What follows belongs to an exercise in optimizing a design on an open flow for small area; a production flow would make more cautious choices. RTL that was checked went through simulation tests only; none was proved equivalent to the original.

## the reference run
// viterbi_pmu
module viterbi_pmu (
	input  logic                       clk,
	input  logic                       reset_n,
	input  logic [6-1:0]   bm_000,
	input  logic [6-1:0]   bm_001,
	input  logic [6-1:0]   bm_010,
	input  logic [6-1:0]   bm_011,
	input  logic [6-1:0]   bm_100,
	input  logic [6-1:0]   bm_101,
	input  logic [6-1:0]   bm_110,
	input  logic [6-1:0]   bm_111,
	output logic [64-1:0] sel_out,
	output logic                       clk_div2_out
);
clock: 7.0 ns
lec_check: 0
cap_margin: 20
core_margin: 2
core_utilization: 40
cts_cluster_diameter: 100
cts_cluster_size: 30
slew_margin: 20
run.sh (not shown) runs the stock make flow with config.mk's settings and CLKGATE_MAP_FILE= SYNTH_SCRIPT=/design/flow/synth_recipe.tcl, a recipe that flattens the netlist after the stock synthesis.
--- input diff the reference run..the trial run ---
- CTS_CLUSTER_DIAMETER now 80, was 100
- CTS_CLUSTER_SIZE now 25, was 30
==> comparison <==
- A startpoint of the worst setup timing path of bm_011[2] is what the reference run shows, while u_path_metric_store.phase$_DFF_PN0_ belongs to the trial run.
- [the trial run] wire length on met1 fell about 1.2% relative to the reference run
- Going from the reference run to the trial run, portion of the clock cycle consumed by the worst path in the final layout grows by 0.18 points.

== exp/fjord ==
viterbi_pmu, a different RTL version from the one above (not shown whole).
For scale: ~3,500 cells after synthesis, about 740 flip-flops, about 120 I/O pins.
Settings: LEC_CHECK=0, CAP_MARGIN=20, CORE_MARGIN=2, CORE_UTILIZATION=40, CTS_CLUSTER_DIAMETER=80, CTS_CLUSTER_SIZE=25, SLEW_MARGIN=20; clock period 7.0 ns.
standard.sh (not shown) runs the stock make flow with config.mk's settings and CLKGATE_MAP_FILE= SYNTH_SCRIPT=/design/flow/synth_recipe.tcl, a recipe that flattens the netlist after the stock synthesis.
==> flow/flow/run.sh <==
#!/bin/bash
# The standard layout (the standard.sh, unchanged synthesis and
# steps), with one change: the port buffers that placement inserts on
# every input and output are the smallest buffer, buf_1, instead of
# the cell buffer_ports picks by itself. All of make's output goes to
# flow_make.log in this folder; ORFS keeps each step's own log under
# orfs/logs/.
set -euo pipefail
export BUFFER_PORTS_ARGS="-buffer_cell sky130_fd_sc_hd__buf_1"
bash standard.sh finish > flow_make.log 2>&1
## Diff of input files: exp/indigo against exp/fjord
- CTS_CLUSTER_SIZE no longer set, was 25
- CTS_CLUSTER_DIAMETER no longer set, was 80
==> flow/run.sh (new file) <==
#!/bin/bash
# synth_recipe.tcl (not shown) runs the flow's synth.tcl, then flattens the netlist and writes it again
# the make line also repeats each setting of config.mk as NAME=value (left out here)
make -C /OpenROAD-flow-scripts/flow DESIGN_CONFIG=/design/flow/config.mk WORK_HOME=/design/flow/orfs CLKGATE_MAP_FILE= SYNTH_SCRIPT=/design/flow/synth_recipe.tcl finish
removed: flow/flow/run.sh
removed: flow/standard.sh
==> run summary <==
Of exp/indigo and exp/fjord, the lower layout-stage area growth over the synthesis result belongs to exp/fjord. Comparing exp/fjord against exp/indigo, there is no change at all in number of routed nets with antenna violations. Reported for exp/indigo and exp/fjord, flip-flop and latch count turned out identical to the last digit. exp/fjord ended up with u_path_metric_store.phase$_DFF_PN0_ as its timing startpoint of the critical path; exp/indigo ended up with bm_101[0]. On area after synthesis, exp/indigo and exp/fjord are neck and neck. Lower number of antenna violations at the first check in global routing goes to exp/fjord over exp/indigo. Against exp/fjord, exp/indigo reports a via count that is higher. Summary of exp/indigo over exp/fjord: remaining global-route overflow saw little to no change; worst-margin pin slew saw a decrease. Of exp/indigo and exp/fjord, it is exp/indigo that has the lower largest net degree at the start of global routing.
For exp/maple, these inputs were changed with respect to exp/indigo:
- setting CTS_CLUSTER_SIZE to 25 for the first time
- setting CTS_CLUSTER_DIAMETER to 80 for the first time
Between exp/indigo and exp/maple, clock transition at the registers of the reported paths increased.
Against exp/indigo, exp/maple reports a sequential share of layout area that is higher.
[compare] base=exp/indigo new=exp/maple: post-DP HPWL comparable; setup slack now larger; area growth from synthesis to layout now smaller.

Another version of the RTL of viterbi_pmu (not shown whole).
For scale: ~5600 cells after synthesis, about 1100 flip-flops, about 120 I/O pins, ~58000 um2 of cells after synthesis.
clock: 7.0 ns
lec_check: 0
cap_margin: 20
core_margin: 2
core_utilization: 40
cts_buf_list: sky130_fd_sc_hd__clkbuf_4 sky130_fd_sc_hd__clkbuf_8
cts_cluster_size: 20
slew_margin: 20
run.sh (not shown) runs the stock make flow with config.mk's settings and CLKGATE_MAP_FILE= SYNTH_SCRIPT=/design/flow/synth_recipe.tcl, a recipe that flattens the netlist after the stock synthesis.
Stock flow here: none of the scripts above is used.
The baseline finished with timing, DRC and antenna clean.
Edit:
- CTS_BUF_LIST: sky130_fd_sc_hd__clkbuf_4 sky130_fd_sc_hd__clkbuf_8 -> unset
- CTS_CLUSTER_SIZE: 20 -> unset
- The new run completed with no timing, DRC or antenna violations
- global-route usage shrinks by 0.17 points
- routed wire length shrinks by 0.36%
- hold slack improved by 0.049 ns
- first-iteration DRC count shrinks by 1.7%
- design area hardly moves
No functional check of the RTL was part of any run of this note.

-- static timing again, ports no longer ideal --
In the flow no input, the clock included, has a driving cell. The finished layouts below were timed again as built, in two steps.
Step 1 sets driving cells, clkbuf_16 on the clock port and buf_2 on the other inputs (assumed; they add their load-dependent delay and slew).
Step 2 times the ports against the registers' clock, not the clock port: input delays grow and output delays shrink by t, the midpoint of the rising clock arrivals with the driver on.
Slacks: ideal ports / drivers / drivers and shift; pairs: ideal ports / drivers.
| run | shift t [ns] | setup WS [ns] | worst setup path after step 2 | slew at the worst register clock pin (ns) | worst data-port slew with drivers (ns) |
|---|---|---|---|---|---|
| the reference run | 0.679 | 0.564 / 0.578 / -0.068 | input to register | 0.13 / 0.13 | 0.05 |
| the trial run | 0.717 | 0.551 / 0.551 / -0.044 | input to register | 0.11 / 0.11 | 0.05 |
| exp/fjord | 0.722 | 0.381 / 0.381 / 0.091 | input to register | 0.11 / 0.11 | 0.05 |
| exp/indigo | 0.714 | 0.514 / 0.520 / -0.152 | input to register | 0.07 / 0.07 | 0.05 |
| exp/maple | 0.705 | 0.554 / 0.554 / -0.099 | input to register | 0.10 / 0.10 | 0.05 |
| the first run of note 3 | 0.975 | 1.036 / 1.036 / 0.138 | input to register | 0.07 / 0.07 | 0.05 |
| the second run of note 3 | 0.809 | 0.852 / 0.908 / 0.098 | input to register | 0.07 / 0.07 | 0.05 |
With both steps, setup timing fails in the reference run, the trial run, exp/indigo and exp/maple, where it was met with ideal ports. For the first run of note 3, which loses most, drivers alone change the setup slack by 0.000 ns; drivers and shift together by -0.898 ns.
